What follows belongs to an exercise in optimizing a design on an open flow for small area, a short achievable clock period and few clock cycles per item; a production flow would make more cautious choices.
The RTL was checked by simulation tests, not by an equivalence proof against the original design.
Power figures rest on the tool's default switching activity, not on a simulated workload.

$ cat flow/run.sh
#!/bin/bash
# synth_recipe.tcl (not shown) runs the flow's synth.tcl, then flattens the netlist and writes it again
# the make line also repeats each setting of config.mk as NAME=value (left out here)
make -C /OpenROAD-flow-scripts/flow DESIGN_CONFIG=/design/flow/config.mk WORK_HOME=/design/flow/orfs CLKGATE_MAP_FILE= SYNTH_SCRIPT=/design/flow/synth_recipe.tcl finish
$ cat flow/config.mk
export PLATFORM = sky130hd
export DESIGN_NAME = dtree_seq_engine
export DESIGN_NICKNAME = dtree_seq_engine
export VERILOG_FILES = /design/flow/design.v
export SDC_FILE = /design/flow/constraint.sdc
export NUM_CORES = 4
export LEC_CHECK = 0
export CAP_MARGIN = 20
export CORE_MARGIN = 2
export CORE_UTILIZATION = 40
export SETUP_SLACK_MARGIN = 5
export SLEW_MARGIN = 20
export TNS_END_PERCENT = 5
$ cat flow/constraint.sdc
create_clock -name core_clock -period 8.0 [get_ports {clk}]
set_input_delay 1.6000 -clock core_clock [delete_from_list [all_inputs] [get_ports {clk}]]
set_output_delay 1.6000 -clock core_clock [all_outputs]
set_load 0.01 [all_outputs]
$ cat flow/design.v
module dtree_seq_engine #(
  parameter int unsigned N_FEAT    = 6,
  parameter int unsigned FEAT_W    = 8,
  parameter int unsigned CLASS_W   = 2,
  parameter int unsigned NODE_AW   = 6,
  parameter int unsigned MAX_DEPTH = 16
) (
  input  logic                        clk,
  input  logic                        rst,
  input  logic                        cfg_we,
  input  logic [NODE_AW-1:0]          cfg_addr,
  input  logic [15+2*NODE_AW-1:0]     cfg_wdata,
  output logic                        cfg_ready,
  input  logic                        in_valid,
  output logic                        in_ready,
  input  logic [N_FEAT*FEAT_W-1:0]    in_feat,
  output logic                        out_valid,
  input  logic                        out_ready,
  output logic [CLASS_W-1:0]          out_class,
  output logic                        out_err,
  output logic                        busy
);
  localparam int unsigned N_NODES = 2 ** NODE_AW;
  localparam int unsigned FW      = N_FEAT * FEAT_W;
  localparam int unsigned EW      = 3 + 8 + 2 * NODE_AW;    
  localparam int unsigned ROB_AW  = 4;
  localparam int unsigned ROB_N   = 2 ** ROB_AW;
  localparam int unsigned N_SH    = 14;                     
  function automatic logic [2:0] e_kind(input logic [EW-1:0] e);
    e_kind = e[EW-1 -: 3];
  endfunction
  function automatic logic [7:0] e_t(input logic [EW-1:0] e);
    e_t = e[2*NODE_AW +: 8];
  endfunction
  function automatic logic [NODE_AW-1:0] e_l(input logic [EW-1:0] e);
    e_l = e[NODE_AW +: NODE_AW];
  endfunction
  function automatic logic [NODE_AW-1:0] e_r(input logic [EW-1:0] e);
    e_r = e[0 +: NODE_AW];
  endfunction
  function automatic logic le8(input logic [7:0] a, input logic [7:0] b);
    logic lt, eq;
    lt = 1'b0;
    eq = 1'b1;
    for (int i = 7; i >= 0; i--) begin
      lt = lt | (eq & !a[i] & b[i]);
      eq = eq & !(a[i] ^ b[i]);
    end
    le8 = lt | eq;
  endfunction
  function automatic logic e_go(input logic [EW-1:0] e, input logic [FW-1:0] f);
    logic [FEAT_W-1:0] v;
    v = '0;
    for (int i = 0; i < int'(N_FEAT); i++)
      if (e_kind(e) == 3'(i + 1)) v = f[i*FEAT_W +: FEAT_W];
    e_go = le8(v, e_t(e));
  endfunction
  logic                 r_busy, r_cfg_ready, r_in_ready, r_out_valid;
  logic [CLASS_W-1:0]   r_out_class;
  logic                 r_out_err;
  logic [ROB_AW:0]      r_cnt;         
  assign busy      = r_busy;
  assign cfg_ready = r_cfg_ready;
  assign in_ready  = r_in_ready;
  assign out_valid = r_out_valid;
  assign out_class = r_out_class;
  assign out_err   = r_out_err;
  logic w_acc, w_take, w_wr;
  assign w_acc  = in_valid && r_in_ready;
  assign w_take = r_out_valid && out_ready;
  assign w_wr   = cfg_we && r_cfg_ready;
  logic                 r_wv;
  logic [NODE_AW-1:0]   r_waddr;
  logic [26:0]          r_wdata;
  always_ff @(posedge clk or posedge rst) begin
    if (rst) r_wv <= 1'b0;
    else     r_wv <= w_wr;
  end
  always_ff @(posedge clk) begin
    r_waddr <= cfg_addr;
    r_wdata <= cfg_wdata;
  end
  logic       wc_leaf;
  logic [2:0] wc_sel, wc_sh, wc_kind;
  logic [7:0] wc_thr, wc_t;
  logic [8:0] wc_hi;
  assign wc_leaf = r_wdata[26];
  assign wc_sel  = r_wdata[25:23];
  assign wc_sh   = wc_leaf ? 3'd0 : r_wdata[22:20];
  assign wc_thr  = r_wdata[19:12];
  assign wc_kind = wc_leaf ? 3'd0 : (wc_sel >= 3'd6) ? 3'd7 : wc_sel + 3'd1;
  always_comb begin
    wc_hi = {1'b0, wc_thr} >> (4'd8 - {1'b0, wc_sh});
    wc_t  = (wc_hi != 9'd0) ? 8'hff : 8'((wc_thr << wc_sh) | ~(8'hff << wc_sh));
  end
  logic [2:0]          t_kind [N_NODES];
  logic [7:0]          t_t    [N_NODES];
  logic [NODE_AW-1:0]  t_l    [N_NODES];
  logic [NODE_AW-1:0]  t_r    [N_NODES];
  logic [EW-1:0]       ent    [N_NODES];
  logic [N_NODES-1:0]  t_leaf;
  for (genvar i = 0; i < int'(N_NODES); i++) begin : g_tab
    logic we;
    assign we = r_wv && (r_waddr == NODE_AW'(i));
    always_ff @(posedge clk or posedge rst) begin
      if (rst) begin
        t_kind[i]   <= 3'd0;
        t_t[i][1:0] <= 2'd0;
      end else if (we) begin
        t_kind[i]   <= wc_kind;
        t_t[i][1:0] <= wc_t[1:0];
      end
    end
    always_ff @(posedge clk) begin
      if (we) begin
        t_t[i][7:2] <= wc_t[7:2];
        t_l[i]      <= r_wdata[11:6];
        t_r[i]      <= r_wdata[5:0];
      end
    end
    assign ent[i]    = {t_kind[i], t_t[i], t_l[i], t_r[i]};
    assign t_leaf[i] = (t_kind[i] == 3'd0);
  end
  logic [EW-1:0]        sh_d [1:N_SH];
  logic [N_SH:1]        sh_v;
  logic [NODE_AW-1:0]   sh_a [1:N_SH];      
  logic                 all_valid;
  assign all_valid = &sh_v;
  always_comb begin
    sh_a[1] = e_l(ent[0]);
    sh_a[2] = e_r(ent[0]);
    for (int p = 3; p <= int'(N_SH); p++)
      sh_a[p] = p[0] ? e_l(sh_d[(p-1)/2]) : e_r(sh_d[(p-1)/2]);
  end
  logic                 r_rv;              
  logic [3:0]           r_rp;              
  logic                 rf_issue;
  logic [3:0]           rf_p;
  logic [NODE_AW-1:0]   rf_ptr;
  logic [EW-1:0]        port;              
  always_comb begin
    rf_issue = 1'b0;
    rf_p     = '0;
    rf_ptr   = '0;
    for (int p = int'(N_SH); p >= 1; p--) begin
      if (!sh_v[p] && (p <= 2 ? !(r_wv && r_waddr == '0) : sh_v[(p-1)/2]) &&
          !(r_rv && r_rp == 4'(p))) begin
        rf_issue = 1'b1;
        rf_p     = 4'(p);
        rf_ptr   = sh_a[p];
      end
    end
  end
  logic [N_SH:1]        sh_v_n;
  always_comb begin
    for (int p = 1; p <= int'(N_SH); p++) begin
      if ((r_wv && r_waddr == sh_a[p]) ||
          (p <= 2 && r_wv && r_waddr == '0) ||
          (p >= 3 && r_rv && r_rp == 4'((p-1)/2)))
        sh_v_n[p] = 1'b0;
      else if (r_rv && r_rp == 4'(p))
        sh_v_n[p] = 1'b1;
      else
        sh_v_n[p] = sh_v[p];
    end
  end
  always_ff @(posedge clk or posedge rst) begin
    if (rst) begin
      sh_v <= '0;
      r_rv <= 1'b0;
    end else begin
      sh_v <= sh_v_n;
      r_rv <= rf_issue;
    end
  end
  always_ff @(posedge clk) begin
    if (rf_issue) r_rp <= rf_p;
    for (int p = 1; p <= int'(N_SH); p++)
      if (r_rv && r_rp == 4'(p)) sh_d[p] <= port;
  end
  logic                 r_mv;
  logic [FW-1:0]        r_mf;
  logic [ROB_AW-1:0]    r_mseq, r_accp;
  logic                 r_hv;              
  logic                 m_adv;
  assign m_adv = r_mv && !r_hv && all_valid && !r_wv;
  logic [EW-1:0]        nd [0:N_SH];
  always_comb begin
    nd[0] = ent[0];
    for (int p = 1; p <= int'(N_SH); p++) nd[p] = sh_d[p];
  end
  logic                 r_pv;
  logic [FW-1:0]        r_pf;
  logic [ROB_AW-1:0]    r_pseq;
  logic [N_SH:0]        r_pc;
  logic                 fadv;
  assign fadv = !r_hv;
  always_ff @(posedge clk or posedge rst) begin
    if (rst)       r_pv <= 1'b0;
    else if (fadv) r_pv <= m_adv;
  end
  always_ff @(posedge clk) begin
    if (fadv) begin
      r_pf   <= r_mf;
      r_pseq <= r_mseq;
      for (int p = 0; p <= int'(N_SH); p++) r_pc[p] <= e_go(nd[p], r_mf);
    end
  end
  logic               q_done;
  logic [2:0]         q_res;
  logic [NODE_AW-1:0] q_ptr;
  logic               q_ring, q_fin;
  always_comb begin
    logic [3:0] p;
    logic [2:0] k;
    p      = '0;
    q_done = 1'b0;
    q_res  = '0;
    q_ptr  = '0;
    for (int lv = 0; lv < 4; lv++) begin
      k = e_kind(nd[p]);
      if (!q_done) begin
        if (k == 3'd0) begin
          q_done = 1'b1;
          q_res  = {1'b0, nd[p][2*NODE_AW +: 2]};
        end else if (k == 3'd7) begin
          q_done = 1'b1;
          q_res  = 3'b100;
        end else if (lv == 3) begin
          q_ptr  = r_pc[p] ? e_l(nd[p]) : e_r(nd[p]);
        end
      end
      p = 4'(2 * p + 1) + 4'(!r_pc[p]);
    end
  end
  assign q_ring = r_pv && !q_done;
  assign q_fin  = r_pv && q_done && fadv;
  logic                 r_av;
  logic [FW-1:0]        r_af;
  logic [EW-1:0]        r_ae;
  logic [FEAT_W-1:0]    r_aval;            
  logic                 r_aleaf, r_abad;   
  logic [3:0]           r_ad;
  logic [ROB_AW-1:0]    r_aseq;
  logic                 r_bbv, r_bsel;
  logic [FW-1:0]        r_bfc, r_bfn;
  logic [NODE_AW-1:0]   r_bptr;
  logic [3:0]           r_bdc;
  logic [ROB_AW-1:0]    r_bseqc, r_bseqn;
  logic [FW-1:0]        b_f;
  logic [3:0]           b_d;
  logic [ROB_AW-1:0]    b_seq;
  assign b_f   = r_bsel ? r_bfc   : r_bfn;
  assign b_d   = r_bsel ? r_bdc   : 4'd4;
  assign b_seq = r_bsel ? r_bseqc : r_bseqn;
  logic [FW-1:0]        r_hf;
  logic [NODE_AW-1:0]   r_hptr;
  logic [ROB_AW-1:0]    r_hseq;
  assign port = ent[r_bptr];
  logic                 a_go, a_leaf, a_bad, a_cleaf, a_done, a_cont, a_fin;
  logic [1:0]           a_ccls, a_cls;
  logic                 a_err;
  logic [NODE_AW-1:0]   a_nxt;
  assign a_go   = le8(r_aval, e_t(r_ae));
  assign a_nxt  = a_go ? e_l(r_ae) : e_r(r_ae);
  assign a_leaf = r_aleaf;
  assign a_bad  = r_abad;
  logic       a_lleaf, a_rleaf;
  logic [1:0] a_lcls, a_rcls;
  assign a_lleaf = t_leaf[e_l(r_ae)];
  assign a_rleaf = t_leaf[e_r(r_ae)];
  assign a_lcls  = t_t[e_l(r_ae)][1:0];
  assign a_rcls  = t_t[e_r(r_ae)][1:0];
  assign a_cleaf = a_go ? a_lleaf : a_rleaf;
  assign a_ccls  = a_go ? a_lcls : a_rcls;
  assign a_done  = a_leaf || a_bad || a_cleaf;
  assign a_cls   = a_leaf ? r_ae[2*NODE_AW +: 2] : a_bad ? 2'd0 : a_ccls;
  assign a_err   = !a_leaf && a_bad;
  assign a_cont  = r_av && !a_done;
  assign a_fin   = r_av && a_done;
  always_ff @(posedge clk or posedge rst) begin
    if (rst) begin
      r_av  <= 1'b0;
      r_bbv <= 1'b0;
      r_hv  <= 1'b0;
    end else begin
      r_av  <= r_bbv;
      r_bbv <= a_cont || r_hv || q_ring;
      r_hv  <= w_hv_n;
    end
  end
  always_ff @(posedge clk) begin
    r_af    <= b_f;
    r_ae    <= port;
    r_aleaf <= (e_kind(port) == 3'd0);
    r_abad  <= (e_kind(port) == 3'd7) || (b_d == 4'd15);
    r_aval  <= '0;
    for (int i = 0; i < int'(N_FEAT); i++)
      if (e_kind(port) == 3'(i + 1)) r_aval <= b_f[i*FEAT_W +: FEAT_W];
    r_ad    <= b_d;
    r_aseq  <= b_seq;
    r_bsel  <= a_cont;
    r_bfc   <= r_af;
    r_bdc   <= r_ad + 1'b1;
    r_bseqc <= r_aseq;
    r_bfn   <= r_hv ? r_hf   : r_pf;
    r_bseqn <= r_hv ? r_hseq : r_pseq;
    r_bptr  <= a_cont ? a_nxt : r_hv ? r_hptr : q_ring ? q_ptr : rf_ptr;
    if (!r_hv) begin
      r_hf   <= r_pf;
      r_hptr <= q_ptr;
      r_hseq <= r_pseq;
    end
  end
  logic [ROB_N-1:0]     r_robv;
  logic [2:0]           r_rob [ROB_N];
  logic [ROB_AW-1:0]    r_hp;
  logic                 w_pop;
  logic                 r_rwv, r_qwv;
  logic [ROB_AW-1:0]    r_rwseq, r_qwseq;
  logic [2:0]           r_rwres, r_qwres;
  assign w_pop = r_robv[r_hp] && (!r_out_valid || out_ready);
  logic [ROB_AW:0] w_cnt_n;
  logic            w_mv_n, w_hv_n;
  assign w_cnt_n = r_cnt + (ROB_AW+1)'(w_acc) - (ROB_AW+1)'(w_take);
  assign w_mv_n  = (r_mv && !m_adv) || w_acc;
  assign w_hv_n  = a_cont && (r_hv || q_ring);
  always_ff @(posedge clk or posedge rst) begin
    if (rst) begin
      r_cnt       <= '0;
      r_busy      <= 1'b0;
      r_cfg_ready <= 1'b1;
      r_in_ready  <= 1'b1;
      r_out_valid <= 1'b0;
      r_mv        <= 1'b0;
      r_accp      <= '0;
      r_robv      <= '0;
      r_hp        <= '0;
      r_rwv       <= 1'b0;
      r_qwv       <= 1'b0;
    end else begin
      r_rwv       <= a_fin;
      r_qwv       <= q_fin;
      r_cnt       <= w_cnt_n;
      r_busy      <= (w_cnt_n != '0);
      r_cfg_ready <= (w_cnt_n == '0);
      r_in_ready  <= (w_cnt_n < (ROB_AW+1)'(ROB_N)) &&
                     (!w_mv_n || (!w_hv_n && (&sh_v_n) && !w_wr));
      r_mv        <= w_mv_n;
      if (w_acc) r_accp <= r_accp + 1'b1;
      if (w_pop) begin
        r_out_valid <= 1'b1;
        r_hp        <= r_hp + 1'b1;
      end else if (w_take) begin
        r_out_valid <= 1'b0;
      end
      for (int i = 0; i < int'(ROB_N); i++) begin
        if ((r_rwv && r_rwseq == ROB_AW'(i)) || (r_qwv && r_qwseq == ROB_AW'(i)))
          r_robv[i] <= 1'b1;
        else if (w_pop && r_hp == ROB_AW'(i))
          r_robv[i] <= 1'b0;
      end
    end
  end
  always_ff @(posedge clk) begin
    if (m_adv || !r_mv) begin
      r_mf   <= in_feat;
      r_mseq <= r_accp;
    end
    if (w_pop) {r_out_err, r_out_class} <= r_rob[r_hp];
    r_rwseq <= r_aseq;
    r_rwres <= {a_err, a_cls};
    r_qwseq <= r_pseq;
    r_qwres <= q_res;
    for (int i = 0; i < int'(ROB_N); i++) begin
      if (r_rwv && r_rwseq == ROB_AW'(i))      r_rob[i] <= r_rwres;
      else if (r_qwv && r_qwseq == ROB_AW'(i)) r_rob[i] <= r_qwres;
    end
  end
endmodule
==> impl_metrics.py, run 1 <==
metrics = {
    "status": {
        "status": "finished with violations",
        "failed_checks": "max-capacitance violations, max-slew violations",
    },
    "cts": {
        "clock_latency_ps": 970,
        "cts-root-buf": "clkbuf_16",
        "cts-htree-levels": 4,
        "cts_sinks": 2274,
        "clk_pin_slew_ps": 60,
        "numCtsBuffers": 233,
        "cts_buffer_depth": 3,
        "cts_hold_buffers": 0,
        "cts_tree": "done",
    },
    "finish": {
        "fin_cells": 11100,
        "area_delta_synth_final_pct": 19.4,
        "final_util_pct": 48.1,
        "final_cell_area_sq_um": 116000,
        "fill_cells": 20900,
        "drive_gt1_share_pct": 19.9,
        "layout.nets": 7839,
    },
    "logic_synthesis": {
        "synth_edf_count": 1706,
        "seq_area_frac_synth_pct": 66.4,
        "synthCells": 7388,
        "yosysMostFrequentCell": "edfxtp_1",
        "synth_nets": 7509,
        "netlist_area_sq_um": 97100,
        "synth_common_cells": "edfxtp_1, a22oi_1, nand2_1, o21ai_0, clkbuf_1",
        "yosys_warnings": 10,
        "ys_types": 89,
        "yosys.area.top_type": "edfxtp_1",
        "synthTopCellsByArea": "edfxtp_1, dfrtp_1, a22oi_1",
        "avgSynthCellArea_sq_um": 13.1,
        "ys.flop_type": "edfxtp_1",
        "ys_ff_latch": 2274,
        "yosys.area.top_type_share_pct": 52.8,
        "async_flop_share_pct": 16.5,
    },
    "global_routing": {
        "grt_pass1_wl_um": 594000,
        "first_global_vias": 69400,
        "grt_max_degree": 155,
        "antenna_found_initial": 35,
        "overflow": 0,
        "grtUsageTotal_pct": 35.1,
    },
    "detailed_routing": {
        "drt_iter0_markers": 12700,
        "via_per_inst": 6.74,
        "ant_nets": 0,
        "drc_errors": 0,
        "firstDrtPassIters": 9,
        "vias": 75000,
        "drt-wirelength-per-cell_um": 40.4,
        "drt_wl_total_um": 450000,
    },
    "place": {
        "place_hpwl_um": 262000,
        "finalWeightedCongestion": 1.03,
        "dpl_cell_area_sq_um": 102000,
        "dp.cells": 10400,
        "port_buffers": 92,
    },
    "floorplanning": {
        "rows": 180,
        "pin_count": 93,
        "start_util_pct": 40.3,
        "coreArea_sq_um": 241000,
        "die_h_um": 497,
        "die_w_um": 497,
        "die_area_sq_um": 247000,
    },
    "sta": {
        "final-setup-viol-count": 0,
        "tns_ps": 0,
        "rsz0062_at_grt": "yes",
        "hold_viol_final": 0,
        "post-route-min-period_ps": 3720,
        "relSlewSlack_pct": -16.4,
        "slew_viol_final": 4,
        "clock.fmax_ghz": 0.269,
        "min_period_over_period_pct": 46.5,
        "finClkSkew_ps": 125,
        "worstMarginPinSlew_ps": 1750,
    },
    "min_path": {
        "min_path_cells": 0,
        "min_to": "r_bfc[37]$_DFF_P_",
        "hold_start": "r_af[37]$_DFF_P_",
        "hold_path.class": "reg2reg",
    },
    "power": {
        "p_leak_nw": 40.5,
        "power_density_nw_per_um2": 354,
        "power_w": 0.0410,
        "ir_worst_vdd_uv": 397,
    },
    "setup_path": {
        "worstSetupPathType": "reg2reg",
        "cp_max_fo": 14,
        "crit_top_cell": "buf_4",
        "reg2reg_from": "r_bptr[1]$_DFF_P_",
        "crit_chain": "buf_12, buf_4, nor4bb_4, buf_4, buf_4, nand3_1, nand4_1, nor4_2, nand4_1, o21ai_4, buf_4, bufbuf_16, mux2i_2, o211ai_1, o21a_1",
        "worstPathRequired_ps": 8790,
        "max_stage_delay_ps": 590,
        "endpoint_kind": "register",
        "rrSetupSlack_ps": 4280,
        "crit_path_start_kind": "register",
        "worstReg2RegEnd": "r_aval[2]$_DFF_P_",
        "arrival_ps": 4510,
        "cp_num_buf_inv": 6,
        "reg2reg_depth": 15,
        "cp_top_family": "simple AND/OR/NAND/NOR gates",
        "crit_path_top_delay_cell": "nand4_1",
    },
    "job": {
        "drv_cap": 1,
    },
}
==> flip-flops by register name, summed over array words and instances, names as in the netlist, 15 cells and up <==
register	cells
r_pc	15
r_af	48
r_rob	48
r_mf	48
t_kind	192
r_wdata	27
t_l	384
r_bfc	48
r_pf	48
r_bfn	48
t_r	384
r_ae	20
t_t	512
sh_d	322
r_robv	16
==> worst max path at each step <==
stage / start / to / cells after the start
6_report: r_bptr[1]$_DFF_P_ / r_aval[2]$_DFF_P_ / 15
5_1_grt: sh_d[10][21]$_DFFE_PP_ / r_pc[10]$_DFFE_PN_ / 10
4_1_cts: r_bptr[5]$_DFF_P_ / r_aval[6]$_DFF_P_ / 13
3_5_place_dp: r_bptr[0]$_DFF_P_ / r_aval[6]$_DFF_P_ / 9
3_3_place_gp: r_bptr[0]$_DFF_P_ / r_aval[1]$_DFF_P_ / 9
2_1_floorplan: rst / r_accp[0]$_DFFE_PP0P_ / 1
==> power breakdown <==
group	internal, W	switching, W
Combinational	0.00460	0.00903
Sequential	0.0148	0.00125
Clock	0.00646	0.00487
Total	0.0259	0.0151
==> cell type report <==
cell class	count	area, sq um	share of cell area [%]
multi-input combinational	4444	32000	27.6
inverter	127	568	0.490
clock buffer	336	6760	5.83
sequential	2274	64600	55.7
tap	3185	3990	3.44
clock inverter	112	1340	1.16
timing repair inverter	2	16.3	0.0140
timing repair buffer	636	6620	5.71
antenna	16	40.0	0.0345
==> layer usage <==
layer	vias up	wire length, um	GRT usage, %
met1	37500	159000	43.8
met4	24	35500	21.5
met5	-	184	0
met2	6205	195000	53.0
met3	1649	60100	11.4
li1	29600	-	-
==> per-stage QoR <==
stage          worst slack, ps  hold slack, ps
2_1_floorplan             1350             310
3_3_place_gp              2560             310
3_5_place_dp              2470             312
4_1_cts                   4440             267
5_1_grt                   4320             283
6_report                  4280             291
==> timing repair <==
item                       4_1_cts  5_1_grt
setup endpoints to repair     1652     1743
setup buffers                  136      121
resized for setup              377      184
cloned                          16       21
pin swaps                       71       63
==> cell usage in the layout, fill, tap and decap left out, drive strengths merged, types with 175 or more instances in the layout <==
master / netlist / layout
mux2i: 247 / 247
a22oi: 601 / 601
nand3: 251 / 251
a21oi: 282 / 283
buf: 99 / 518
clkbuf: 453 / 349
nor2: 214 / 214
dfrtp: 374 / 374
o21ai: 471 / 471
nand4: 178 / 178
dfxtp: 192 / 192
mux2: 175 / 175
edfxtp: 1706 / 1706
nand2: 591 / 591
==> cell families after synthesis <==
family / share of synthesized area [%]
compound gates: 14.2
xor+xnor: 0.875
fa+ha+maj: 1.05
buf+inv: 2.72
flops: 66.4
mux: 5.67
simple gates: 9.11
Testbench counts, summed over its fixed seeds: cycles 6,859, items 3,840.
==> run 2, diff against run 1 <==
--- a/flow/design.v
+++ b/flow/design.v
@@ -38,15 +38,25 @@
   function automatic logic [NODE_AW-1:0] e_r(input logic [EW-1:0] e);
     e_r = e[0 +: NODE_AW];
   endfunction
-  function automatic logic le8(input logic [7:0] a, input logic [7:0] b);
+  function automatic logic [1:0] cmp2(input logic [1:0] a, input logic [1:0] b);
     logic lt, eq;
-    lt = 1'b0;
-    eq = 1'b1;
-    for (int i = 7; i >= 0; i--) begin
-      lt = lt | (eq & !a[i] & b[i]);
-      eq = eq & !(a[i] ^ b[i]);
-    end
-    le8 = lt | eq;
+    lt = (!a[1] & b[1]) | (!(a[1] ^ b[1]) & !a[0] & b[0]);
+    eq = !(a[1] ^ b[1]) & !(a[0] ^ b[0]);
+    cmp2 = {lt, eq};
+  endfunction
+  function automatic logic [1:0] cmb(input logic [1:0] hi, input logic [1:0] lo);
+    cmb = {hi[1] | (hi[0] & lo[1]), hi[0] & lo[0]};
+  endfunction
+  function automatic logic le8(input logic [7:0] a, input logic [7:0] b);
+    logic [1:0] c3, c2, c1, c0, h, l, r;
+    c3 = cmp2(a[7:6], b[7:6]);
+    c2 = cmp2(a[5:4], b[5:4]);
+    c1 = cmp2(a[3:2], b[3:2]);
+    c0 = cmp2(a[1:0], b[1:0]);
+    h  = cmb(c3, c2);
+    l  = cmb(c1, c0);
+    r  = cmb(h, l);
+    le8 = r[1] | r[0];
   endfunction
   function automatic logic e_go(input logic [EW-1:0] e, input logic [FW-1:0] f);
     logic [FEAT_W-1:0] v;
@@ -55,14 +65,15 @@
       if (e_kind(e) == 3'(i + 1)) v = f[i*FEAT_W +: FEAT_W];
     e_go = le8(v, e_t(e));
   endfunction
-  logic                 r_busy, r_cfg_ready, r_in_ready, r_out_valid;
+  logic                 r_cfg_ready, r_in_ready, r_out_valid;
   logic [CLASS_W-1:0]   r_out_class;
   logic                 r_out_err;
   logic [ROB_AW:0]      r_cnt;         
-  assign busy      = r_busy;
-  assign cfg_ready = r_cfg_ready;
-  assign in_ready  = r_in_ready;
-  assign out_valid = r_out_valid;
+  logic                 r_busy_o, r_in_ready_o, r_out_valid_o;
+  assign busy      = r_busy_o;
+  assign cfg_ready = !r_busy_o;
+  assign in_ready  = r_in_ready_o;
+  assign out_valid = r_out_valid_o;
   assign out_class = r_out_class;
   assign out_err   = r_out_err;
   logic w_acc, w_take, w_wr;
@@ -76,9 +87,14 @@
     if (rst) r_wv <= 1'b0;
     else     r_wv <= w_wr;
   end
+  logic [7:0]           r_wahi, r_walo;
   always_ff @(posedge clk) begin
     r_waddr <= cfg_addr;
     r_wdata <= cfg_wdata;
+    for (int i = 0; i < 8; i++) begin
+      r_wahi[i] <= (cfg_addr[5:3] == 3'(i));
+      r_walo[i] <= (cfg_addr[2:0] == 3'(i));
+    end
   end
   logic       wc_leaf;
   logic [2:0] wc_sel, wc_sh, wc_kind;
@@ -101,7 +117,7 @@
   logic [N_NODES-1:0]  t_leaf;
   for (genvar i = 0; i < int'(N_NODES); i++) begin : g_tab
     logic we;
-    assign we = r_wv && (r_waddr == NODE_AW'(i));
+    assign we = r_wv && r_wahi[i / 8] && r_walo[i % 8];
     always_ff @(posedge clk or posedge rst) begin
       if (rst) begin
         t_kind[i]   <= 3'd0;
@@ -125,7 +141,15 @@
   logic [N_SH:1]        sh_v;
   logic [NODE_AW-1:0]   sh_a [1:N_SH];      
   logic                 all_valid;
-  assign all_valid = &sh_v;
+  logic [N_SH:1]        sh_need;
+  always_comb begin
+    sh_need[1] = (e_kind(ent[0]) != 3'd0) && (e_kind(ent[0]) != 3'd7);
+    sh_need[2] = sh_need[1];
+    for (int p = 3; p <= int'(N_SH); p++)
+      sh_need[p] = sh_need[(p-1)/2] && (e_kind(sh_d[(p-1)/2]) != 3'd0) &&
+                   (e_kind(sh_d[(p-1)/2]) != 3'd7);
+  end
+  assign all_valid = &(sh_v | ~sh_need);
   always_comb begin
     sh_a[1] = e_l(ent[0]);
     sh_a[2] = e_r(ent[0]);
@@ -143,7 +167,8 @@
     rf_p     = '0;
     rf_ptr   = '0;
     for (int p = int'(N_SH); p >= 1; p--) begin
-      if (!sh_v[p] && (p <= 2 ? !(r_wv && r_waddr == '0) : sh_v[(p-1)/2]) &&
+      if (!sh_v[p] && sh_need[p] &&
+          (p <= 2 ? !(r_wv && r_waddr == '0) : sh_v[(p-1)/2]) &&
           !(r_rv && r_rp == 4'(p))) begin
         rf_issue = 1'b1;
         rf_p     = 4'(p);
@@ -183,12 +208,31 @@
   logic [ROB_AW-1:0]    r_mseq, r_accp;
   logic                 r_hv;              
   logic                 m_adv;
-  assign m_adv = r_mv && !r_hv && all_valid && !r_wv;
+  assign m_adv = r_mv && !r_hv && all_valid && !r_wv && r_selok;
   logic [EW-1:0]        nd [0:N_SH];
   always_comb begin
     nd[0] = ent[0];
     for (int p = 1; p <= int'(N_SH); p++) nd[p] = sh_d[p];
   end
+  logic [N_FEAT-1:0]    r_ndsel [0:N_SH];
+  logic                 r_selok;
+  always_ff @(posedge clk) begin
+    for (int p = 0; p <= int'(N_SH); p++)
+      for (int i = 0; i < int'(N_FEAT); i++)
+        r_ndsel[p][i] <= (e_kind(nd[p]) == 3'(i + 1));
+  end
+  always_ff @(posedge clk or posedge rst) begin
+    if (rst) r_selok <= 1'b0;
+    else     r_selok <= all_valid && !r_wv;
+  end
+  function automatic logic [FEAT_W-1:0] fsel(input logic [N_FEAT-1:0] sel,
+                                             input logic [FW-1:0] f);
+    logic [FEAT_W-1:0] v;
+    v = '0;
+    for (int i = 0; i < int'(N_FEAT); i++)
+      v = v | (f[i*FEAT_W +: FEAT_W] & {FEAT_W{sel[i]}});
+    fsel = v;
+  endfunction
   logic                 r_pv;
   logic [FW-1:0]        r_pf;
   logic [ROB_AW-1:0]    r_pseq;
@@ -203,7 +247,8 @@
     if (fadv) begin
       r_pf   <= r_mf;
       r_pseq <= r_mseq;
-      for (int p = 0; p <= int'(N_SH); p++) r_pc[p] <= e_go(nd[p], r_mf);
+      for (int p = 0; p <= int'(N_SH); p++)
+        r_pc[p] <= le8(fsel(r_ndsel[p], r_mf), e_t(nd[p]));
     end
   end
   logic               q_done;
@@ -238,8 +283,8 @@
   logic                 r_av;
   logic [FW-1:0]        r_af;
   logic [EW-1:0]        r_ae;
-  logic [FEAT_W-1:0]    r_aval;            
   logic                 r_aleaf, r_abad;   
+  logic [N_FEAT-1:0]    r_aksel;           
   logic [3:0]           r_ad;
   logic [ROB_AW-1:0]    r_aseq;
   logic                 r_bbv, r_bsel;
@@ -261,7 +306,13 @@
   logic [1:0]           a_ccls, a_cls;
   logic                 a_err;
   logic [NODE_AW-1:0]   a_nxt;
-  assign a_go   = le8(r_aval, e_t(r_ae));
+  logic [FEAT_W-1:0]    a_v;
+  always_comb begin
+    a_v = '0;
+    for (int i = 0; i < int'(N_FEAT); i++)
+      a_v = a_v | (r_af[i*FEAT_W +: FEAT_W] & {FEAT_W{r_aksel[i]}});
+  end
+  assign a_go   = le8(a_v, e_t(r_ae));
   assign a_nxt  = a_go ? e_l(r_ae) : e_r(r_ae);
   assign a_leaf = r_aleaf;
   assign a_bad  = r_abad;
@@ -294,9 +345,7 @@
     r_ae    <= port;
     r_aleaf <= (e_kind(port) == 3'd0);
     r_abad  <= (e_kind(port) == 3'd7) || (b_d == 4'd15);
-    r_aval  <= '0;
-    for (int i = 0; i < int'(N_FEAT); i++)
-      if (e_kind(port) == 3'(i + 1)) r_aval <= b_f[i*FEAT_W +: FEAT_W];
+    for (int i = 0; i < int'(N_FEAT); i++) r_aksel[i] <= (e_kind(port) == 3'(i + 1));
     r_ad    <= b_d;
     r_aseq  <= b_seq;
     r_bsel  <= a_cont;
@@ -325,13 +374,30 @@
   assign w_cnt_n = r_cnt + (ROB_AW+1)'(w_acc) - (ROB_AW+1)'(w_take);
   assign w_mv_n  = (r_mv && !m_adv) || w_acc;
   assign w_hv_n  = a_cont && (r_hv || q_ring);
+  logic w_busy_n, w_in_ready_n;
+  assign w_busy_n = (r_cnt > (ROB_AW+1)'(1)) || w_acc ||
+                    (r_cnt == (ROB_AW+1)'(1) && !w_take);
+  logic       w_d0, w_d1, w_d2, w_d3, w_deep_le2, w_deep_le3, w_deep_ok;
+  assign w_d0       = w_mv_n;
+  assign w_d1       = fadv ? m_adv : r_pv;
+  assign w_d2       = r_bbv;
+  assign w_d3       = r_hv || q_ring;
+  assign w_deep_le3 = !(w_d0 && w_d1 && w_d2 && w_d3);
+  assign w_deep_le2 = !((w_d0 && w_d1 && w_d2) || (w_d0 && w_d1 && w_d3) ||
+                        (w_d0 && w_d2 && w_d3) || (w_d1 && w_d2 && w_d3));
+  assign w_deep_ok  = a_cont ? w_deep_le2 : w_deep_le3;
+  assign w_in_ready_n = (r_cnt < (ROB_AW+1)'(ROB_N - 1)) && w_deep_ok &&
+                        ((!(r_mv && !m_adv) && !w_acc) ||
+                         (!w_hv_n && !w_wr && all_valid && !r_wv));
   always_ff @(posedge clk or posedge rst) begin
     if (rst) begin
       r_cnt       <= '0;
-      r_busy      <= 1'b0;
+      r_busy_o    <= 1'b0;
       r_cfg_ready <= 1'b1;
-      r_in_ready  <= 1'b1;
+      r_in_ready  <= 1'b0;
+      r_in_ready_o <= 1'b0;
       r_out_valid <= 1'b0;
+      r_out_valid_o <= 1'b0;
       r_mv        <= 1'b0;
       r_accp      <= '0;
       r_robv      <= '0;
@@ -342,17 +408,19 @@
       r_rwv       <= a_fin;
       r_qwv       <= q_fin;
       r_cnt       <= w_cnt_n;
-      r_busy      <= (w_cnt_n != '0);
-      r_cfg_ready <= (w_cnt_n == '0);
-      r_in_ready  <= (w_cnt_n < (ROB_AW+1)'(ROB_N)) &&
-                     (!w_mv_n || (!w_hv_n && (&sh_v_n) && !w_wr));
+      r_busy_o    <= w_busy_n;
+      r_cfg_ready <= !w_busy_n;
+      r_in_ready  <= w_in_ready_n;
+      r_in_ready_o <= w_in_ready_n;
       r_mv        <= w_mv_n;
       if (w_acc) r_accp <= r_accp + 1'b1;
       if (w_pop) begin
-        r_out_valid <= 1'b1;
-        r_hp        <= r_hp + 1'b1;
+        r_out_valid   <= 1'b1;
+        r_out_valid_o <= 1'b1;
+        r_hp          <= r_hp + 1'b1;
       end else if (w_take) begin
-        r_out_valid <= 1'b0;
+        r_out_valid   <= 1'b0;
+        r_out_valid_o <= 1'b0;
       end
       for (int i = 0; i < int'(ROB_N); i++) begin
         if ((r_rwv && r_rwseq == ROB_AW'(i)) || (r_qwv && r_qwseq == ROB_AW'(i)))
--- a/flow/config.mk
+++ b/flow/config.mk
@@ -5,9 +5,9 @@
 export SDC_FILE = /design/flow/constraint.sdc
 export NUM_CORES = 4
 export LEC_CHECK = 0
-export CAP_MARGIN = 20
+export CAP_MARGIN = 40
 export CORE_MARGIN = 2
 export CORE_UTILIZATION = 40
 export SETUP_SLACK_MARGIN = 5
-export SLEW_MARGIN = 20
+export SLEW_MARGIN = 40
 export TNS_END_PERCENT = 5
==> impl_metrics.py, run 2 <==
metrics = {
    "detailed_routing": {
        "dr_wl_met3_um": 60200,
        "drt_iter0_markers": 13200,
        "via_per_inst": 6.87,
        "top_layer_used": "met5",
        "ant_nets": 0,
        "drc_errors": 0,
        "wl_met2_um": 194000,
        "drt-wirelength-per-cell_um": 41.5,
        "drt_wl_total_um": 450000,
        "vias": 74600,
        "firstDrtPassIters": 10,
        "drt-met1-wl_um": 167000,
    },
    "logic_synthesis": {
        "synthCells": 7256,
        "async_flop_share_pct": 15.8,
        "ys_ff_latch": 2379,
        "synth_common_cells": "edfxtp_1, a22oi_1, nand2_1, clkbuf_1, o21ai_0",
        "yosys_warnings": 11,
        "ys_types": 100,
        "seq_area_frac_synth_pct": 68.6,
        "synth_nets": 7435,
        "ys.flop_type": "edfxtp_1",
        "synthTopCellsByArea": "edfxtp_1, dfrtp_1, a22oi_1",
        "yosysMostFrequentCell": "edfxtp_1",
        "avgSynthCellArea_sq_um": 13.4,
        "synth_edf_count": 1706,
        "netlist_area_sq_um": 97100,
        "yosys.area.top_type_share_pct": 52.7,
        "yosys.area.top_type": "edfxtp_1",
    },
    "global_routing": {
        "grt_pass1_wl_um": 600000,
        "antenna_found_initial": 32,
        "grtUsageTotal_pct": 35.5,
        "first_global_vias": 69300,
        "overflow": 0,
        "grt_max_degree": 150,
    },
    "floorplanning": {
        "rows": 180,
        "die_h_um": 497,
        "die_w_um": 497,
        "start_util_pct": 40.3,
        "die_area_sq_um": 247000,
        "pin_count": 93,
        "coreArea_sq_um": 241000,
    },
    "cts": {
        "cts_buffer_depth": 3,
        "clock_latency_ps": 970,
        "cts-root-buf": "clkbuf_16",
        "cts_tree": "done",
        "cts_hold_buffers": 0,
        "numCtsBuffers": 234,
        "cts-htree-levels": 4,
        "cts_sinks": 2379,
        "clk_pin_slew_ps": 60,
    },
    "setup_path": {
        "crit_chain": "nor2b_1, nand3_1, nor2_4, buf_4, a22o_1, a221oi_1, nand3_1, nor4_1, a21oi_4, buf_4",
        "cp_top_family": "simple AND/OR/NAND/NOR gates",
        "crit_path_start_kind": "register",
        "endpoint_kind": "register",
        "crit_path_top_delay_cell": "nor2_4",
        "arrival_ps": 4780,
        "cp_num_buf_inv": 2,
        "worstSetupPathType": "reg2reg",
        "cp_max_fo": 15,
        "max_stage_delay_ps": 780,
        "worstPathRequired_ps": 8600,
    },
    "finish": {
        "final_common_cell": "edfxtp_1",
        "top_regs": "t_t: 512 flops, t_l: 384 flops, t_r: 384 flops",
        "layout.nets": 7612,
        "area_delta_synth_final_pct": 16.9,
        "drive_gt1_share_pct": 16.3,
        "regMostFlops": "t_t",
        "largest_register_ffs": 512,
        "final_cell_mix": "edfxtp_1, a22oi_1, nand2_1",
    },
    "sta": {
        "worstMarginPinSlew_ps": 1060,
        "post-route-min-period_ps": 4180,
        "final-setup-viol-count": 0,
        "rsz0062_at_grt": "yes",
        "hold_viol_final": 0,
        "tns_ps": 0,
        "relSlewSlack_pct": 28.6,
        "finClkSkew_ps": 97.5,
        "clock.fmax_ghz": 0.239,
        "slew_viol_final": 0,
        "min_period_over_period_pct": 52.2,
    },
    "status": {
        "status": "finished clean",
    },
    "min_path": {
        "hold_path.class": "reg2reg",
    },
    "power": {
        "power_density_nw_per_um2": 356,
        "power_w": 0.0404,
        "ir_worst_vdd_uv": 320,
        "p_leak_nw": 39.5,
    },
    "place": {
        "port_buffers": 92,
        "place_hpwl_um": 278000,
        "finalWeightedCongestion": 1.05,
    },
    "job": {
        "drv_cap": 0,
    },
}
run 2: kinds of logic (layout without fill, tap and decap cells):
logic type                 after synthesis  in the layout  share of synthesized area [%]
AOI/OAI and AO/OA                     2173           2175                           16.1
muxes                                  163            163                           1.93
other                                    0             23                              0
and+or+nand+nor                       1661           1665                           8.42
DFF                                   2379           2379                           68.6
xor gates and xnor gates                96             96                          0.866
buffers and inverters                  660           1037                           2.64
adders and majority gates              124            124                           1.53
run 2: worst paths after layout:
path | from | to | slack, ps | depth (start not counted)
setup / recovery | r_bptr[3]$_DFF_P_ | sh_d[13][18]$_DFFE_PP_ | 3820 | 10
hold / removal | r_aseq[1]$_DFF_P_ | r_bseqc[1]$_DFF_P_ | 330 | 0
setup reg to reg | r_bptr[3]$_DFF_P_ | sh_d[13][18]$_DFFE_PP_ | 3820 | 10
hold reg to reg | r_aseq[1]$_DFF_P_ | r_bseqc[1]$_DFF_P_ | 330 | 0
max in group asynchronous | rst | t_t[42][0]$_DFFE_PP0P_ | 5390 | 5
min in group asynchronous | rst | t_t[29][1]$_DFFE_PP0P_ | 1090 | 2
run 2: routing by layer:
metal | global-route usage (%) | vias up
met3 | 11.8 | 1593
li1 | - | 29000
met5 | 0.560 | -
met2 | 52.6 | 6368
met1 | 45.9 | 37500
met4 | 19.4 | 22
run 2: worst reg2reg max path, stage by stage, from the launching register on:
cell,delay [ps]
dfxtp_1,600
nor2b_1,360
nand3_1,410
nor2_4,780
buf_4,550
a22o_1,210
a221oi_1,50
nand3_1,150
nor4_1,130
a21oi_4,170
buf_4,450
run 2: timing repair:
item                       4_1_cts  5_1_grt
buffers inserted                98       19
hold endpoints to repair         0        0
gates cloned                     6        7
setup endpoints to repair     1005     1030
gates resized for setup        200       84
pin swaps                       67       26
run 2: where the power goes:
part           total [W]  switching (W)  internal, W
Clock             0.0113        0.00499      0.00631
Sequential        0.0167        0.00135       0.0154
Combinational     0.0124        0.00872      0.00368
Total             0.0404         0.0151       0.0253
run 2: per-stage QoR:
stage / std cells / area, sq um / setup slack, ps / util, % / hold slack (ps)
2_1_floorplan: 7256 / 97100 / 1340 / - / 310
6_report: 10800 / 114000 / 3820 / 47.1 / 327
4_1_cts: 10800 / 113000 / 4000 / 46.8 / 326
3_3_place_gp: 10200 / 102000 / 2120 / 42.4 / 311
5_1_grt: 10800 / 113000 / 3790 / 47.1 / 341
3_5_place_dp: 10200 / 103000 / 2220 / 42.8 / 312
run 2: layout make-up:
cell class              count  area [sq um]
well taps                3185          3990
inverters                 114           515
fillers                 21100        127000
clock inverters           136          1530
clock buffers             306          6320
multi-input cells        4223         29800
flip-flops and latches   2379         66700
diodes                     23          57.6
repair buffers            481          4600
Testbench counts of run 2, summed over its fixed seeds: cycles 7,474, items 3,840.
==> run 3, diff against run 2 <==
--- a/flow/design.v
+++ b/flow/design.v
@@ -289,7 +289,7 @@
   logic [ROB_AW-1:0]    r_aseq;
   logic                 r_bbv, r_bsel;
   logic [FW-1:0]        r_bfc, r_bfn;
-  logic [NODE_AW-1:0]   r_bptr;
+  logic [NODE_AW-1:0]   r_bptrc, r_bptrn, b_ptr;
   logic [3:0]           r_bdc;
   logic [ROB_AW-1:0]    r_bseqc, r_bseqn;
   logic [FW-1:0]        b_f;
@@ -298,10 +298,11 @@
   assign b_f   = r_bsel ? r_bfc   : r_bfn;
   assign b_d   = r_bsel ? r_bdc   : 4'd4;
   assign b_seq = r_bsel ? r_bseqc : r_bseqn;
+  assign b_ptr = r_bsel ? r_bptrc : r_bptrn;
   logic [FW-1:0]        r_hf;
   logic [NODE_AW-1:0]   r_hptr;
   logic [ROB_AW-1:0]    r_hseq;
-  assign port = ent[r_bptr];
+  assign port = ent[b_ptr];
   logic                 a_go, a_leaf, a_bad, a_cleaf, a_done, a_cont, a_fin;
   logic [1:0]           a_ccls, a_cls;
   logic                 a_err;
@@ -354,7 +355,8 @@
     r_bseqc <= r_aseq;
     r_bfn   <= r_hv ? r_hf   : r_pf;
     r_bseqn <= r_hv ? r_hseq : r_pseq;
-    r_bptr  <= a_cont ? a_nxt : r_hv ? r_hptr : q_ring ? q_ptr : rf_ptr;
+    r_bptrc <= a_nxt;
+    r_bptrn <= r_hv ? r_hptr : q_ring ? q_ptr : rf_ptr;
     if (!r_hv) begin
       r_hf   <= r_pf;
       r_hptr <= q_ptr;
==> flow/flow/run.sh (new file) <==
#!/bin/bash
# The standard layout (standard.sh, the standard flow's own ORFS run), with one change:
# the ports are buffered with plain buffers (buf_2) instead of the delay-type
# buffer buffer_ports picks by default, and the delay cells are kept out of
# the design, so the I/O paths are not slowed by them.
set -o pipefail
export BUFFER_PORTS_ARGS="-buffer_cell sky130_fd_sc_hd__buf_2"
dly=""
for c in clkdlybuf4s15_1 clkdlybuf4s15_2 clkdlybuf4s18_1 clkdlybuf4s18_2 \
         clkdlybuf4s25_1 clkdlybuf4s25_2 clkdlybuf4s50_1 clkdlybuf4s50_2 \
         dlygate4sd1_1 dlygate4sd2_1 dlygate4sd3_1 \
         dlymetal6s2s_1 dlymetal6s4s_1 dlymetal6s6s_1; do
  dly="$dly sky130_fd_sc_hd__$c"
done
export DONT_USE_CELLS="$dly"
bash standard.sh > standard.log 2>&1
status=$?
tail -20 standard.log
exit $status
==> flow/standard.sh (new file) <==
#!/bin/bash
# synth_recipe.tcl (not shown) runs the flow's synth.tcl, then flattens the netlist and writes it again
# the make line also repeats each setting of config.mk as NAME=value (left out here)
make -C /OpenROAD-flow-scripts/flow DESIGN_CONFIG=/design/flow/config.mk WORK_HOME=/design/flow/orfs CLKGATE_MAP_FILE= SYNTH_SCRIPT=/design/flow/synth_recipe.tcl "${@:-finish}"
removed: flow/run.sh
==> impl_metrics.py, run 3 <==
metrics = {
    "logic_synthesis": {
        "synthSimpleGateAreaFrac_pct": 8.04,
        "synthTopCellsByArea": "edfxtp_1, dfrtp_1, dfxtp_1",
        "synthAdderAreaFrac_pct": 1.52,
        "yosys.area.top_type_share_pct": 52.9,
        "netlist_area_sq_um": 96900,
        "synth.area.mux_share_pct": 2.00,
        "synth_nets": 7257,
        "seq_area_frac_synth_pct": 68.9,
        "yosys.area.top_type": "edfxtp_1",
        "synth_top_family_by_area": "compound AO/OA/AOI/OAI gates",
        "synthCells": 7078,
        "avgSynthCellArea_sq_um": 13.7,
        "synth_xor_area_share_pct": 0.868,
        "yosys_warnings": 11,
        "synth_common_cells": "edfxtp_1, a22oi_1, nand2_1, clkbuf_1, o21ai_0",
        "synth-compound-area-share_pct": 16.0,
        "async_flop_share_pct": 15.8,
        "ys_types": 107,
        "ys_ff_latch": 2385,
        "yosysMostFrequentCell": "edfxtp_1",
        "ys.flop_type": "edfxtp_1",
        "synth_edf_count": 1706,
    },
    "finish": {
        "largest_register_ffs": 512,
        "layout.nets": 7553,
        "final_cell_mix": "edfxtp_1, a22oi_1, nand2_1",
        "fin_cells": 10800,
        "area_delta_synth_final_pct": 18.0,
        "final_common_cell": "edfxtp_1",
        "regMostFlops": "t_t",
        "drive_gt1_share_pct": 19.5,
        "top_regs": "t_t: 512 flops, t_l: 384 flops, t_r: 384 flops",
        "fill_cells": 20600,
        "final_cell_area_sq_um": 114000,
    },
    "sta": {
        "relSlewSlack_pct": 36.6,
        "min_period_over_period_pct": 53.2,
        "holdWs_ps": 271,
        "slew_viol_final": 0,
        "hold_viol_final": 0,
        "tns_ps": 0,
        "worstMarginPinSlew_ps": 944,
        "finClkSkew_ps": 124,
        "post-route-min-period_ps": 4260,
        "final-setup-viol-count": 0,
        "rsz0062_at_grt": "yes",
        "fin_ws_ps": 3740,
        "clock.fmax_ghz": 0.235,
    },
    "global_routing": {
        "grt_max_degree": 122,
        "first_global_vias": 69000,
        "antenna_found_initial": 25,
        "grt_pass1_wl_um": 579000,
        "grtUsageTotal_pct": 34.0,
        "overflow": 0,
    },
    "cts": {
        "cts-htree-levels": 4,
        "cts_buffer_depth": 3,
        "cts_sinks": 2385,
        "numCtsBuffers": 238,
        "clock_latency_ps": 940,
        "clk_pin_slew_ps": 70,
        "cts-root-buf": "clkbuf_16",
        "cts_tree": "done",
    },
    "floorplanning": {
        "die_area_sq_um": 246000,
        "start_util_pct": 40.2,
        "die_h_um": 496,
        "die_w_um": 496,
        "rows": 180,
        "coreArea_sq_um": 241000,
        "pin_count": 93,
    },
    "setup_path": {
        "worstSetupPathType": "reg2reg",
        "crit_path_top_delay_cell": "dfxtp_4",
        "cp_max_fo": 19,
        "worstPathRequired_ps": 8730,
        "endpoint_kind": "register",
        "cp_num_buf_inv": 3,
        "crit_chain": "a22oi_2, nand2_1, a221oi_2, ha_1, a21o_1, a41oi_2, o211ai_1, o211a_4, buf_12, mux2i_4, buf_8, nor4_1, o31ai_2, a41oi_2, a211oi_2, buf_4, o21ai_4, a211oi_1, nor3_1",
        "crit_top_cell": "a41oi_2",
        "max_stage_delay_ps": 390,
        "arrival_ps": 4990,
        "cp_top_family": "compound AO/OA/AOI/OAI gates",
        "crit_path_start_kind": "register",
    },
    "detailed_routing": {
        "firstDrtPassIters": 22,
        "top_layer_used": "met5",
        "drc_errors": 0,
        "dr_wl_met3_um": 60900,
        "drt-met1-wl_um": 154000,
        "drt_iter0_markers": 14000,
        "vias": 73500,
        "via_per_inst": 6.82,
        "drt_wl_total_um": 430000,
        "drt-wirelength-per-cell_um": 39.9,
        "wl_met2_um": 183000,
        "ant_nets": 0,
    },
    "place": {
        "dp.cells": 10100,
        "port_buffers": 92,
        "place_hpwl_um": 269000,
        "dpl_cell_area_sq_um": 102000,
        "finalWeightedCongestion": 1.07,
        "dp_slack_ps": 2550,
    },
    "min_path": {
        "hold_path.class": "reg2reg",
    },
    "power": {
        "p_leak_nw": 40.5,
        "ir_worst_vdd_uv": 378,
        "power_density_nw_per_um2": 351,
    },
    "job": {
        "drv_cap": 0,
    },
    "status": {
        "status": "finished clean",
    },
}
run 3: area by class of cell:
class	instances	area [sq um]	area share (%)
Antenna cell	10	25.0	0.0219
Clock buffer	319	6640	5.81
Clock inverter	130	1440	1.26
Inverter	139	604	0.529
Multi-Input combinational cell	4028	29500	25.8
Sequential cell	2385	66800	58.4
Tap cell	3185	3990	3.49
Timing Repair Buffer	580	5240	4.58
Timing Repair inverter	2	17.5	0.0153
run 3: where the power goes:
group / total (W) / internal, W / switching (W)
registers: 0.0168 / 0.0155 / 0.00126
clock network: 0.0115 / 0.00647 / 0.00502
logic: 0.0119 / 0.00362 / 0.00828
run 3: cells by family (layout without fill, tap and decap cells):
kind of cell | after synthesis | after routing
DFF | 2385 | 2385
AOI/OAI and AO/OA | 2074 | 2076
and+or+nand+nor | 1568 | 1568
buffers and inverters | 667 | 1170
muxes | 165 | 165
adders and majority gates | 123 | 123
xor gates and xnor gates | 96 | 96
other | 0 | 10
run 3: through the flow:
stage	power, W	util (%)
final	0.0402	47.5
after global placement	0.0261	42.3
after floorplan	0.0208	-
after detailed placement	0.0265	42.6
after CTS	0.0394	47.2
after global routing	0.0408	47.4
run 3: path summary, 6_finish.rpt:
check | start | end | slack, ps | cells past startpoint
max in group asynchronous | rst | t_t[29][0]$_DFFE_PP0P_ | 5730 | 5
max | r_aksel[1]$_DFF_P_ | r_in_ready$_DFF_PP0_ | 3740 | 19
max reg2reg | r_aksel[1]$_DFF_P_ | r_in_ready$_DFF_PP0_ | 3740 | 19
min reg2reg | r_aseq[2]$_DFF_P_ | r_bseqc[2]$_DFF_P_ | 270 | 0
min in group asynchronous | rst | t_t[22][0]$_DFFE_PP0P_ | 680 | 2
min | r_aseq[2]$_DFF_P_ | r_bseqc[2]$_DFF_P_ | 270 | 0
run 3: worst reg2reg max path, cell delays in order, from the launching register on:
cell and delay [ps]:
dfxtp_4 390, a22oi_2 160, nand2_1 80, a221oi_2 200
ha_1 300, a21o_1 190, a41oi_2 160, o211ai_1 120
o211a_4 190, buf_12 160, mux2i_4 350, buf_8 290
nor4_1 160, o31ai_2 370, a41oi_2 190, a211oi_2 220
buf_4 190, o21ai_4 100, a211oi_1 210, nor3_1 90
run 3: per-layer routing:
| metal | global-route usage, % | vias up |
|---|---|---|
| met5 | 0.290 | - |
| met4 | 19.8 | 18 |
| met3 | 11.6 | 1697 |
| met2 | 50.2 | 6508 |
| met1 | 43.6 | 36700 |
| li1 | - | 28600 |
run 3: timing repair:
action / 4_1_cts / 5_1_grt
hold buffers: 0 / 0
endpoints found under the hold margin: 0 / 0
gates cloned: 9 / 4
resized for setup: 283 / 69
endpoints found under the setup margin: 974 / 970
setup buffers: 169 / 17
pin swaps: 102 / 18
Testbench counts of run 3, summed over its fixed seeds: cycles 7,474, items 3,840.
==> run 4, diff against run 3 <==
--- a/flow/design.v
+++ b/flow/design.v
@@ -379,7 +379,7 @@
   logic w_busy_n, w_in_ready_n;
   assign w_busy_n = (r_cnt > (ROB_AW+1)'(1)) || w_acc ||
                     (r_cnt == (ROB_AW+1)'(1) && !w_take);
-  logic       w_d0, w_d1, w_d2, w_d3, w_deep_le2, w_deep_le3, w_deep_ok;
+  logic       w_d0, w_d1, w_d2, w_d3, w_deep_le2, w_deep_le3;
   assign w_d0       = w_mv_n;
   assign w_d1       = fadv ? m_adv : r_pv;
   assign w_d2       = r_bbv;
@@ -387,10 +387,13 @@
   assign w_deep_le3 = !(w_d0 && w_d1 && w_d2 && w_d3);
   assign w_deep_le2 = !((w_d0 && w_d1 && w_d2) || (w_d0 && w_d1 && w_d3) ||
                         (w_d0 && w_d2 && w_d3) || (w_d1 && w_d2 && w_d3));
-  assign w_deep_ok  = a_cont ? w_deep_le2 : w_deep_le3;
-  assign w_in_ready_n = (r_cnt < (ROB_AW+1)'(ROB_N - 1)) && w_deep_ok &&
-                        ((!(r_mv && !m_adv) && !w_acc) ||
-                         (!w_hv_n && !w_wr && all_valid && !r_wv));
+  logic w_mfree, w_move0, w_move1, w_rdy0, w_rdy1;
+  assign w_mfree = !(r_mv && !m_adv) && !w_acc;
+  assign w_move0 = !w_wr && all_valid && !r_wv;
+  assign w_move1 = w_move0 && !w_d3;
+  assign w_rdy0  = (r_cnt < (ROB_AW+1)'(ROB_N - 1)) && w_deep_le3 && (w_mfree || w_move0);
+  assign w_rdy1  = (r_cnt < (ROB_AW+1)'(ROB_N - 1)) && w_deep_le2 && (w_mfree || w_move1);
+  assign w_in_ready_n = a_cont ? w_rdy1 : w_rdy0;
   always_ff @(posedge clk or posedge rst) begin
     if (rst) begin
       r_cnt       <= '0;
==> flow/run.sh (new file) <==
#!/bin/bash
# synth_recipe.tcl (not shown) runs the flow's synth.tcl, then flattens the netlist and writes it again
# the make line also repeats each setting of config.mk as NAME=value (left out here)
make -C /OpenROAD-flow-scripts/flow DESIGN_CONFIG=/design/flow/config.mk WORK_HOME=/design/flow/orfs CLKGATE_MAP_FILE= SYNTH_SCRIPT=/design/flow/synth_recipe.tcl finish
removed: flow/flow/run.sh
removed: flow/standard.sh
==> impl_metrics.py, run 4 <==
metrics = {
    "cts": {
        "cts_buffer_depth": 4,
        "cts_tree": "done",
        "cts_hold_buffers": 0,
        "numCtsBuffers": 275,
        "clock_latency_ps": 960,
        "cts_sinks": 2385,
        "cts-htree-levels": 5,
        "cts-root-buf": "clkbuf_16",
        "clk_pin_slew_ps": 60,
    },
    "place": {
        "place_hpwl_um": 279000,
        "dp_slack_ps": 2630,
        "finalWeightedCongestion": 1.03,
        "port_buffers": 92,
    },
    "sta": {
        "post-route-min-period_ps": 4340,
        "fin_ws_ps": 3660,
        "rsz0062_at_grt": "yes",
        "slew_viol_final": 0,
        "relSlewSlack_pct": 32.9,
        "finClkSkew_ps": 98.9,
        "hold_viol_final": 0,
        "min_period_over_period_pct": 54.3,
        "final-setup-viol-count": 0,
        "worstMarginPinSlew_ps": 999,
        "clock.fmax_ghz": 0.230,
        "tns_ps": 0,
    },
    "power": {
        "power_density_nw_per_um2": 347,
        "ir_worst_vdd_uv": 279,
        "p_leak_nw": 40.5,
    },
    "logic_synthesis": {
        "ys_types": 99,
        "seq_area_frac_synth_pct": 68.7,
        "async_flop_share_pct": 15.8,
        "yosysMostFrequentCell": "edfxtp_1",
        "synth_nets": 7303,
        "synth_common_cells": "edfxtp_1, nand2_1, a22oi_1, clkbuf_1, o21ai_0",
        "yosys.area.top_type": "edfxtp_1",
        "netlist_area_sq_um": 97100,
        "synth_edf_count": 1706,
        "avgSynthCellArea_sq_um": 13.6,
        "ys_ff_latch": 2385,
        "yosys_warnings": 11,
        "yosys.area.top_type_share_pct": 52.7,
        "synthTopCellsByArea": "edfxtp_1, dfrtp_1, dfxtp_1",
        "ys.flop_type": "edfxtp_1",
        "synthCells": 7126,
    },
    "setup_path": {
        "endpoint_kind": "register",
        "crit_path_start_kind": "register",
        "arrival_ps": 5110,
        "worstPathRequired_ps": 8770,
        "reg2reg_from": "r_aksel[0]$_DFF_P_",
        "worstSetupPathType": "reg2reg",
        "cp_max_fo": 4,
        "startpoint": "r_aksel[0]$_DFF_P_",
    },
    "min_path": {
        "hold_path.class": "reg2reg",
        "hold_start": "r_aseq[1]$_DFF_P_",
    },
    "floorplanning": {
        "coreArea_sq_um": 241000,
        "die_w_um": 497,
        "pin_count": 93,
        "rows": 180,
        "start_util_pct": 40.3,
        "die_area_sq_um": 247000,
        "die_h_um": 497,
    },
    "finish": {
        "layout.nets": 7572,
        "regMostFlops": "t_t",
        "final_common_cell": "edfxtp_1",
        "final_cell_mix": "edfxtp_1, nand2_1, a22oi_1",
        "largest_register_ffs": 512,
        "top_regs": "t_t: 512 flops, t_l: 384 flops, t_r: 384 flops",
        "drive_gt1_share_pct": 17.6,
        "area_delta_synth_final_pct": 18.2,
    },
    "global_routing": {
        "grtUsageTotal_pct": 34.7,
        "grt_pass1_wl_um": 586000,
        "grt_max_degree": 152,
        "first_global_vias": 68200,
        "overflow": 0,
        "antenna_found_initial": 21,
    },
    "job": {
        "drv_cap": 0,
    },
    "status": {
        "status": "finished clean",
    },
    "detailed_routing": {
        "drt_iter0_markers": 12800,
        "ant_nets": 0,
        "drt-wirelength-per-cell_um": 40.7,
        "firstDrtPassIters": 10,
        "drt_wl_total_um": 439000,
        "drc_errors": 0,
        "via_per_inst": 6.76,
        "vias": 72900,
    },
}
[run 4: critical path, cell delays in order, from the launching register on]
cell       delay, ps
dfxtp_4          380
a22oi_2          180
nand2_1           80
a221oi_2         220
ha_1             290
a21o_1           190
a41oi_4          300
o2111ai_4        170
or3_4            440
nand3_4          110
and2_4           240
buf_6            120
mux4_2           580
a22o_1           260
and4bb_2         360
o211ai_4         150
mux2i_1          150
[run 4: timing repair]
item,4_1_cts,5_1_grt
resized for setup,265,55
buffers inserted,118,22
pin swaps,68,14
cloned,7,5
endpoints found under the setup margin,1000,1059
[run 4: area by class of cell]
cell class,instances,area [sq um]
Antenna cell,12,30.0
Clock buffer,362,7610
Clock inverter,113,1070
Fill cell,20900,126000
Inverter,105,463
Multi-Input combinational cell,4115,29600
Sequential cell,2385,66800
Tap cell,3185,3990
Timing Repair Buffer,513,5240
[run 4: final timing paths]
kind	cells past startpoint	slack, ps	endpoint
max	16	3660	r_in_ready$_DFF_PP0_
min	0	300	r_bseqc[1]$_DFF_P_
max reg2reg	16	3660	r_in_ready$_DFF_PP0_
min reg2reg	0	300	r_bseqc[1]$_DFF_P_
max in group asynchronous	4	5160	t_kind[53][0]$_DFFE_PP0P_
min in group asynchronous	2	1140	sh_v[10]$_DFFE_PP0P_
[run 4: cell families after synthesis]
group / count (synthesis) / synth area share (%)
xor gates and xnor gates: 95 / 0.857
and+or+nand+nor: 1647 / 8.30
DFF: 2385 / 68.7
buffers and inverters: 631 / 2.52
muxes: 204 / 2.54
adders and majority gates: 122 / 1.50
AOI/OAI and AO/OA: 2042 / 15.6
[run 4: routing by layer]
layer / share of wire (%) / global-route usage [%] / vias up
met1: 37 / 45.1 / 36700
met4: 7.3 / 20.2 / 18
li1: - / - / 28700
met5: 0.043 / 0.193 / -
met3: 13 / 10.2 / 1505
met2: 43 / 51.5 / 5980
[run 4: metrics by stage]
stage	hold WS [ps]	total power, W	instance area [sq um]	std cells	util (%)
5_1_grt	296	0.0407	115000	10800	47.6
3_3_place_gp	311	0.0259	102000	10100	42.4
4_1_cts	295	0.0394	114000	10700	47.4
2_1_floorplan	310	0.0210	97100	7126	-
6_report	301	0.0399	115000	10800	47.6
3_5_place_dp	313	0.0262	103000	10100	42.8
[run 4: where the power goes]
group	internal (W)	total, W	leakage (nW)	switching, W
clock network	0.00724	0.0123	4.25	0.00505
registers	0.0154	0.0168	23.2	0.00139
logic	0.00322	0.0107	13.0	0.00751
Testbench counts of run 4, summed over its fixed seeds: cycles 7,474, items 3,840.

## what the ideal ports hide
Ports are ideal in the flow. The routed layouts listed here were re-timed in OpenROAD.
Step 1, drivers: a clkbuf_16 drives clk and a buf_2 each remaining input, both assumed.
Step 2, shift: input delay + t, output delay - t, t = (earliest + latest rising clock arrival at the registers) / 2. This alone moves slack from input paths to output paths.
Three values: ideal, step 1, step 2; two values: the first two.
run | shift t [ns] | setup slack, ns | worst slew at a driven data input, ns
run 1 | 1.019 | 4.284 / 4.284 / 4.159 | 0.09
run 2 | 1.017 | 3.821 / 3.821 / 3.467 | 0.17
run 3 | 0.978 | 3.744 / 3.744 / 3.744 | 0.10
run 4 | 1.009 | 3.659 / 3.659 / 3.635 | 0.11
For run 2, which loses most, drivers alone change the setup slack by 0.000 ns; drivers and shift together by -0.354 ns.
